Background: an optimization exercise with open tools, aiming at small area and few clock cycles. Do not read the settings as production practice. At most, simulation tests tie the RTL to the original design; equivalence was not proved. Power is estimated from default activity; no workload was simulated.

## old
==> flow/design.v <==
package spq_pkg;
  localparam int DEPTH    = 16;
  localparam int KEY_BITS = 16;
  localparam int ID_BITS  = 16;
  localparam int OCC_BITS = 5;
  localparam int RANK_W   = 4;
  localparam logic [DEPTH-1:0] INJ_AT = 16'b1001_0100_1001_0100;
endpackage
module spq_cell (
  input  logic                         do_ins,
  input  logic                         pend,
  input  logic [spq_pkg::RANK_W-1:0]   pend_level,
  input  logic [spq_pkg::OCC_BITS-1:0] count,
  input  logic [spq_pkg::KEY_BITS-1:0] new_key_n,
  input  logic [spq_pkg::KEY_BITS-1:0] key,
  input  logic [spq_pkg::RANK_W-1:0]   level,
  input  logic                         raised,
  output logic                         free,
  output logic                         at_count,
  output logic                         below,
  output logic [spq_pkg::RANK_W-1:0]   level_next
);
  logic                       held;
  logic                       step;
  logic                       lv_lt;
  logic                       lv_eq;
  logic [spq_pkg::RANK_W-1:0] level_now;
  logic [spq_pkg::KEY_BITS/2:0] ge;
  logic                         ge_b0;
  assign ge[0] = 1'b1;
  assign ge_b0 = key[0] | new_key_n[0];
  assign ge[1] = (key[1] & new_key_n[1]) | (key[1] & ge_b0) | (new_key_n[1] & ge_b0);
  for (genvar j = 1; j < spq_pkg::KEY_BITS / 2; j++) begin : g_cmp
    spq_ge2 u_ge2 (
      .a   (key[2*j+1:2*j]),
      .b_n (new_key_n[2*j+1:2*j]),
      .ci  (ge[j]),
      .co  (ge[j+1])
    );
  end
  always_comb begin
    lv_lt = 1'b0;
    lv_eq = 1'b1;
    for (int j = spq_pkg::RANK_W - 1; j >= 0; j--) begin
      lv_lt = lv_lt || (lv_eq && !level[j] && count[j]);
      lv_eq = lv_eq && (level[j] == count[j]);
    end
  end
  assign held       = pend || count[spq_pkg::OCC_BITS-1] || lv_lt;
  assign free       = !held;
  assign at_count   = lv_eq;
  assign below      = do_ins && held && !ge[spq_pkg::KEY_BITS/2];
  assign step       = raised || (do_ins && !held && at_count);
  assign level_now  = pend ? pend_level : level;
  assign level_next = level_now + spq_pkg::RANK_W'(step);
endmodule
module spq_ge2 (
  input  logic [1:0] a,
  input  logic [1:0] b_n,
  input  logic       ci,
  output logic       co
);
  logic m;
  assign m  = (a[0] & b_n[0]) | (a[0] & ci) | (b_n[0] & ci);
  assign co = (a[1] & b_n[1]) | (a[1] & m) | (b_n[1] & m);
endmodule
module sorted_priority_queue (
  input  logic          clk,
  input  logic          rst,
  input  logic          cmd_valid,
  output logic          cmd_ready,
  input  logic [32:0]   cmd,
  output logic          res_valid,
  input  logic          res_ready,
  output logic [22:0]   res
);
  localparam int N = spq_pkg::DEPTH;
  logic [spq_pkg::OCC_BITS-1:0] count;
  logic [1:0]                   kind;
  logic                         res_free;
  logic                         accept;
  logic                         is_ins;
  logic                         is_full;
  logic                         is_empty;
  logic                         can_ins;
  logic                         do_ins;
  logic                         do_rm;
  logic [N-1:0]                 free;
  logic [N-1:0]                 below;
  logic [N-1:0]                 raised;
  logic [N-1:0]                 at_count;
  logic [N-1:0]                 inject;
  logic [N-1:0]                 pend_q;
  logic [spq_pkg::RANK_W-1:0]   n_below;
  logic [spq_pkg::RANK_W-1:0]   pend_level;
  logic [spq_pkg::KEY_BITS-1:0] key        [N];
  logic [spq_pkg::ID_BITS-1:0]  id         [N];
  logic [spq_pkg::RANK_W-1:0]   level      [N];
  logic [spq_pkg::RANK_W-1:0]   level_next [N];
  logic [spq_pkg::ID_BITS-1:0]  removed_id;
  always_comb begin
    inject  = '0;
    can_ins = 1'b0;
    for (int i = 0; i < N; i++) begin
      if (spq_pkg::INJ_AT[i]) begin
        inject[i] = free[i] && !can_ins;
        can_ins   = can_ins || free[i];
      end
    end
  end
  assign res_free  = !res_valid || res_ready;
  assign is_ins    = !cmd[32];
  assign is_full   = count[spq_pkg::OCC_BITS-1];
  assign is_empty  = (count == '0);
  assign cmd_ready = res_free && (!is_ins || is_full || can_ins);
  assign accept    = cmd_valid && cmd_ready;
  assign do_ins    = accept && is_ins && !is_full;
  assign do_rm     = accept && !is_ins && !is_empty;
  always_comb begin
    n_below = '0;
    for (int i = 0; i < N; i++) n_below = n_below + spq_pkg::RANK_W'(raised[i]);
  end
  assign pend_level = spq_pkg::RANK_W'(count) - 1'b1 - n_below;
  for (genvar i = 0; i < N; i++) begin : g_cell
    localparam int NX = (i + 1) % N;
    logic pend;
    if (spq_pkg::INJ_AT[(i + N - 1) % N]) begin : g_pend
      assign pend = pend_q[i];
    end else begin : g_nopend
      assign pend = 1'b0;
    end
    spq_cell u_cell (
      .do_ins     (do_ins),
      .pend       (pend),
      .pend_level (pend_level),
      .count      (count),
      .new_key_n  (~cmd[31:16]),
      .key        (key[i]),
      .level      (level[i]),
      .raised     (raised[i]),
      .free       (free[i]),
      .below      (below[i]),
      .at_count   (at_count[i]),
      .level_next (level_next[i])
    );
    always_ff @(posedge clk) begin
      if (rst) begin
        level[NX] <= '1;
      end else begin
        level[NX] <= level_next[i];
      end
      raised[NX] <= below[i];
    end
    if (spq_pkg::INJ_AT[i]) begin : g_inj
      always_ff @(posedge clk) begin
        if (do_ins && inject[i]) begin
          key[NX] <= cmd[31:16];
          id[NX]  <= cmd[15:0];
        end else begin
          key[NX] <= key[i];
          id[NX]  <= id[i];
        end
      end
    end else begin : g_pass
      always_ff @(posedge clk) begin
        key[NX] <= key[i];
        id[NX]  <= id[i];
      end
    end
  end
  always_ff @(posedge clk) begin
    for (int i = 0; i < N; i++) begin
      pend_q[(i + 1) % N] <= !rst && do_ins && inject[i];
    end
  end
  always_comb begin
    removed_id = '0;
    for (int i = 0; i < N; i++) begin
      if (at_count[i]) removed_id = removed_id | id[i];
    end
  end
  assign res = {kind[1] && !kind[0], kind[0] && !kind[1],
                (&kind) ? removed_id : spq_pkg::ID_BITS'(0), count};
  always_ff @(posedge clk) begin
    if (rst) begin
      count     <= '0;
      res_valid <= 1'b0;
    end else begin
      if (do_ins) count <= count + 1'b1;
      if (do_rm)  count <= count - 1'b1;
      if (accept) begin
        res_valid <= 1'b1;
      end else if (res_ready) begin
        res_valid <= 1'b0;
      end
    end
  end
  always_ff @(posedge clk) begin
    if (accept) begin
      kind <= is_ins ? {is_full, 1'b0} : {!is_empty, 1'b1};
    end
  end
endmodule
clock: 5.0 ns
lec_check: 0
cap_margin: 20
core_margin: 2
core_utilization: 70
cts_cluster_diameter: 100
cts_cluster_size: 30
place_density: 0.8
slew_margin: 20
standard.sh (not shown) runs the stock make flow with config.mk's settings and CLKGATE_MAP_FILE= SYNTH_SCRIPT=/design/flow/synth_recipe.tcl, a recipe that flattens the netlist after the stock synthesis.
==> flow/flow/run.sh <==
#!/bin/bash
# The standard layout, with two changes: synthesis keeps spq_ge2, two
# bits of the key compare's borrow chain, as a module of its own until the
# netlist is flattened, so each step maps to a few small gates; and the
# smallest buffer goes on every input and output port in place of the one the
# resizer would pick. The make output goes to standard.log; ORFS's own step
# logs stay under orfs/logs.
set -euo pipefail
export SYNTH_KEEP_MODULES=spq_ge2
export BUFFER_PORTS_ARGS="-buffer_cell sky130_fd_sc_hd__buf_1"
bash standard.sh > standard.log 2>&1
old: no failed stages, no open violations at the end
Testbench counts of old, summed over its fixed seeds: cycles 25,354.
Inputs modified between old and new:
-- flow/design.v --
<<< old, line 27
  logic [spq_pkg::RANK_W-1:0] level_now;
  logic [spq_pkg::KEY_BITS/2:0] ge;
  logic                         ge_b0;
  assign ge[0] = 1'b1;
  assign ge_b0 = key[0] | new_key_n[0];
  assign ge[1] = (key[1] & new_key_n[1]) | (key[1] & ge_b0) | (new_key_n[1] & ge_b0);
  for (genvar j = 1; j < spq_pkg::KEY_BITS / 2; j++) begin : g_cmp
    spq_ge2 u_ge2 (
      .a   (key[2*j+1:2*j]),
>>> new, line 27
  logic [spq_pkg::RANK_W-1:0] level_now;
  logic [spq_pkg::KEY_BITS/2:0] ge;
  assign ge[0] = 1'b1;
  for (genvar j = 0; j < spq_pkg::KEY_BITS / 2; j++) begin : g_cmp
    spq_ge2 u_ge2 (
      .a   (key[2*j+1:2*j]),
<<< old, line 145
    );
    always_ff @(posedge clk) begin
      if (rst) begin
        level[NX] <= '1;
      end else begin
        level[NX] <= level_next[i];
      end
      raised[NX] <= below[i];
    end
>>> new, line 142
    );
    always_ff @(posedge clk) begin
      level[NX]  <= level_next[i];
      raised[NX] <= below[i];
    end
Results
- Across new and old, the outcome is the same: a clean finish for every run.
- Delta (new minus old): total power of the final layout higher, first-pass GRT wire length higher, cell depth of the worst setup path lower, filler-free cell count of the finished design lower.
- Diff new..old | leakage component of the power | negligible
- Against old, new comes in about 2.7% lower on routed length on met1.
- After detailed routing, old needs less wire than new.
- old ended up with fa_1 as its library cell contributing the largest single delay on the critical path; new ended up with xnor2_1.
- Re sequential share of layout area: old was lower than new.
- Looking at die area across both flows, new is the stronger of the two, with old trailing.
- new: total length of routed met2 wires about 2.5% above old
- Total buffers and inverters traversed by the critical path across new and old: no real change.
- Diff old -> new | area added between synthesis and finish | increase of 0.63 points
- When the final numbers for new and old were put side by side, the post-synthesis instance total turned out to be greater in old.
Testbench counts of new, summed over its fixed seeds: cycles 25,354.

* * *

== job 592 ==
Another version of the RTL of sorted_priority_queue (not shown whole).
Size: roughly 580 flip-flops, about 62 I/O pins, about 24000 sq um of cells after synthesis.
==> module spq_cell, before the edit <==
module spq_cell (
  input  logic                         do_ins,
  input  logic                         do_rm,
  input  logic                         inject,
  input  logic [spq_pkg::OCC_BITS-1:0] count,
  input  logic [spq_pkg::KEY_BITS-1:0] new_key,
  input  logic [spq_pkg::RANK_W-1:0]   new_rank,
  input  logic [spq_pkg::KEY_BITS-1:0] key,
  input  logic [spq_pkg::RANK_W-1:0]   rank,
  output logic                         free,
  output logic                         below,
  output logic [spq_pkg::RANK_W-1:0]   rank_next
);
  logic occ;
  logic bump;
  function automatic logic key_lt(input logic [spq_pkg::KEY_BITS-1:0] a,
                                  input logic [spq_pkg::KEY_BITS-1:0] b);
    logic c;
    c = 1'b1;
    for (int j = 0; j < spq_pkg::KEY_BITS; j++) begin
      c = (a[j] & ~b[j]) | (a[j] & c) | (~b[j] & c);
    end
    key_lt = ~c;
  endfunction
  assign occ   = {1'b0, rank} < count;
  assign free  = !occ;
  assign below = occ && key_lt(key, new_key);
  assign bump  = occ ? !below : (rank == count[spq_pkg::RANK_W-1:0]);
  always_comb begin
    rank_next = rank;
    if (do_rm) begin
      rank_next = rank - 1'b1;
    end else if (do_ins) begin
      if (inject) begin
        rank_next = new_rank;
      end else if (bump) begin
        rank_next = rank + 1'b1;
      end
    end
  end
endmodule
==> module sorted_priority_queue, before the edit <==
module sorted_priority_queue (
  input  logic          clk,
  input  logic          rst,
  input  logic          cmd_valid,
  output logic          cmd_ready,
  input  logic [32:0]   cmd,
  output logic          res_valid,
  input  logic          res_ready,
  output logic [22:0]   res
);
  localparam int N = spq_pkg::DEPTH;
  logic [spq_pkg::OCC_BITS-1:0] count;
  logic [1:0]                   kind;
  logic                         res_free;
  logic                         accept;
  logic                         is_ins;
  logic                         is_full;
  logic                         is_empty;
  logic                         can_ins;
  logic                         do_ins;
  logic                         do_rm;
  logic [spq_pkg::RANK_W-1:0]   new_rank;
  logic [N-1:0]                 free;
  logic [N-1:0]                 below;
  logic [N-1:0]                 inject;
  logic [spq_pkg::KEY_BITS-1:0] key       [N];
  logic [spq_pkg::ID_BITS-1:0]  id        [N];
  logic [spq_pkg::RANK_W-1:0]   rank      [N];
  logic [spq_pkg::RANK_W-1:0]   rank_next [N];
  logic [spq_pkg::ID_BITS-1:0]  removed_id;
  always_comb begin
    inject  = '0;
    can_ins = 1'b0;
    for (int i = spq_pkg::INJ_STEP - 1; i < N; i += spq_pkg::INJ_STEP) begin
      inject[i] = free[i] && !can_ins;
      can_ins   = can_ins || free[i];
    end
  end
  assign res_free  = !res_valid || res_ready;
  assign is_ins    = !cmd[32];
  assign is_full   = count[spq_pkg::OCC_BITS-1];
  assign is_empty  = (count == '0);
  assign cmd_ready = res_free && (!is_ins || is_full || can_ins);
  assign accept    = cmd_valid && cmd_ready;
  assign do_ins    = accept && is_ins && !is_full;
  assign do_rm     = accept && !is_ins && !is_empty;
  assign new_rank = spq_pkg::RANK_W'($countones(below));
  for (genvar i = 0; i < N; i++) begin : g_cell
    localparam int NX = (i + 1) % N;
    spq_cell u_cell (
      .do_ins    (do_ins),
      .do_rm     (do_rm),
      .inject    (inject[i]),
      .count     (count),
      .new_key   (cmd[31:16]),
      .new_rank  (new_rank),
      .key       (key[i]),
      .rank      (rank[i]),
      .free      (free[i]),
      .below     (below[i]),
      .rank_next (rank_next[i])
    );
    always_ff @(posedge clk) begin
      if (rst) begin
        rank[NX] <= spq_pkg::RANK_W'(NX);
      end else begin
        rank[NX] <= rank_next[i];
      end
    end
    if ((i + 1) % spq_pkg::INJ_STEP == 0) begin : g_inj
      always_ff @(posedge clk) begin
        if (do_ins && inject[i]) begin
          key[NX] <= cmd[31:16];
          id[NX]  <= cmd[15:0];
        end else begin
          key[NX] <= key[i];
          id[NX]  <= id[i];
        end
      end
    end else begin : g_pass
      always_ff @(posedge clk) begin
        key[NX] <= key[i];
        id[NX]  <= id[i];
      end
    end
  end
  always_comb begin
    removed_id = '0;
    for (int i = 0; i < N; i++) begin
      if (&rank[i]) removed_id = removed_id | id[i];
    end
  end
  assign res = {kind[1] && !kind[0], kind[0] && !kind[1],
                (&kind) ? removed_id : spq_pkg::ID_BITS'(0), count};
  always_ff @(posedge clk) begin
    if (rst) begin
      count     <= '0;
      res_valid <= 1'b0;
    end else begin
      if (do_ins) count <= count + 1'b1;
      if (do_rm)  count <= count - 1'b1;
      if (accept) begin
        res_valid <= 1'b1;
      end else if (res_ready) begin
        res_valid <= 1'b0;
      end
    end
  end
  always_ff @(posedge clk) begin
    if (accept) begin
      kind <= is_ins ? {is_full, 1'b0} : {!is_empty, 1'b1};
    end
  end
endmodule
clock: 5.0 ns
lec_check: 0
cap_margin: 20
core_margin: 2
core_utilization: 40
slew_margin: 20
run.sh (not shown) runs the stock make flow with config.mk's settings and CLKGATE_MAP_FILE= SYNTH_SCRIPT=/design/flow/synth_recipe.tcl, a recipe that flattens the netlist after the stock synthesis.
Stock flow here: none of the scripts above is used.
The flow for job 592 finished, though final verification flagged setup timing.
Edits applied to the flow inputs when going from job 592 to job 8461:
--- a/flow/design.v
+++ b/flow/design.v
@@ -22,14 +22,19 @@
   logic occ;
   logic bump;
   function automatic logic key_lt(input logic [spq_pkg::KEY_BITS-1:0] a,
                                   input logic [spq_pkg::KEY_BITS-1:0] b);
-    logic c;
-    c = 1'b1;
-    for (int j = 0; j < spq_pkg::KEY_BITS; j++) begin
-      c = (a[j] & ~b[j]) | (a[j] & c) | (~b[j] & c);
+    logic [spq_pkg::KEY_BITS-1:0] l;
+    logic [spq_pkg::KEY_BITS-1:0] g;
+    l = ~a & b;
+    g = a & ~b;
+    for (int w = 1; w < spq_pkg::KEY_BITS; w = w * 2) begin
+      for (int j = 0; j + w < spq_pkg::KEY_BITS; j = j + 2 * w) begin
+        l[j] = l[j + w] | (~g[j + w] & l[j]);
+        g[j] = g[j + w] | (~l[j + w] & g[j]);
+      end
     end
-    key_lt = ~c;
+    key_lt = l[0];
   endfunction
   assign occ   = {1'b0, rank} < count;
   assign free  = !occ;
   assign below = occ && key_lt(key, new_key);
@@ -92,9 +97,12 @@
   assign cmd_ready = res_free && (!is_ins || is_full || can_ins);
   assign accept    = cmd_valid && cmd_ready;
   assign do_ins    = accept && is_ins && !is_full;
   assign do_rm     = accept && !is_ins && !is_empty;
-  assign new_rank = spq_pkg::RANK_W'($countones(below));
+  always_comb begin
+    new_rank = '0;
+    for (int i = 0; i < N; i++) new_rank = new_rank + spq_pkg::RANK_W'(below[i]);
+  end
   for (genvar i = 0; i < N; i++) begin : g_cell
     localparam int NX = (i + 1) % N;
     spq_cell u_cell (
       .do_ins    (do_ins),
==> comparison <==
Job 8461 completed end to end; final checks failed (setup timing).
Share of cell area taken by multi-input logic gates is lower on job 592
In job 8461 the final critical-path share of the clock period turned out 4.9 points higher than in job 592.
Between job 592 and job 8461, combinational power decreased.
| die area | job 592 vs job 8461 | ≈ equal |
Switching part of the total: lower on job 592
There was hardly any difference in number of detailed-routing iterations run before antenna repair between job 592 and job 8461.
First-pass GRT wire length was lower in the run labelled job 8461.
On detailed-route wire length, the lower figure sits with job 8461, not job 592.
Count of cell instances traversed by the critical path of job 8461 exceeds that of job 592 by a few percent.
Worst-case headroom to the max-slew limit on job 8461 is ahead of job 592.
From job 592 to job 8461 the numbers moved as follows: total power after layout down 900 uW; fraction of power consumed by the clock network decreased by 0.9 points relative to the old numbers.
Testbench counts of job 8461, summed over its fixed seeds: cycles 26,690.
Only the layout flow was run in job 592; the RTL was not checked for function there.

[port drivers added, routing unchanged]
The results above use ideal ports. As a check the final layouts listed here were re-extracted and re-timed, cells and wires unchanged.
Step 1 sets driving cells, clkbuf_16 on the clock port and buf_2 on the other inputs (assumed; they add their load-dependent delay and slew).
Step 2 moves the port delays by t, midway between the first and last clock arrival at a register: inputs arrive t later, outputs are due t later. That takes back most of the time a late clock gives input paths.
Three values: no drivers, after step 1, after step 2; two values: the first two.
run	t (ns)	slack for setup (ns)	worst hold slack (ns)	worst setup path at the end
old	0.633	0.357 / 0.357 / 0.357	0.353 / 0.353 / 0.353	register to register
new	0.639	0.276 / 0.276 / 0.175	0.348 / 0.348 / 0.348	input to register
job 592	0.693	-0.517 / -0.480 / -1.172	0.334 / 0.334 / 0.334	input to register
job 8461	0.693	-0.764 / -0.766 / -1.459	0.321 / 0.321 / 0.321	input to register
The setup slack of job 8461, which loses most, moves by -0.002 ns with the drivers and by -0.695 ns with both steps.
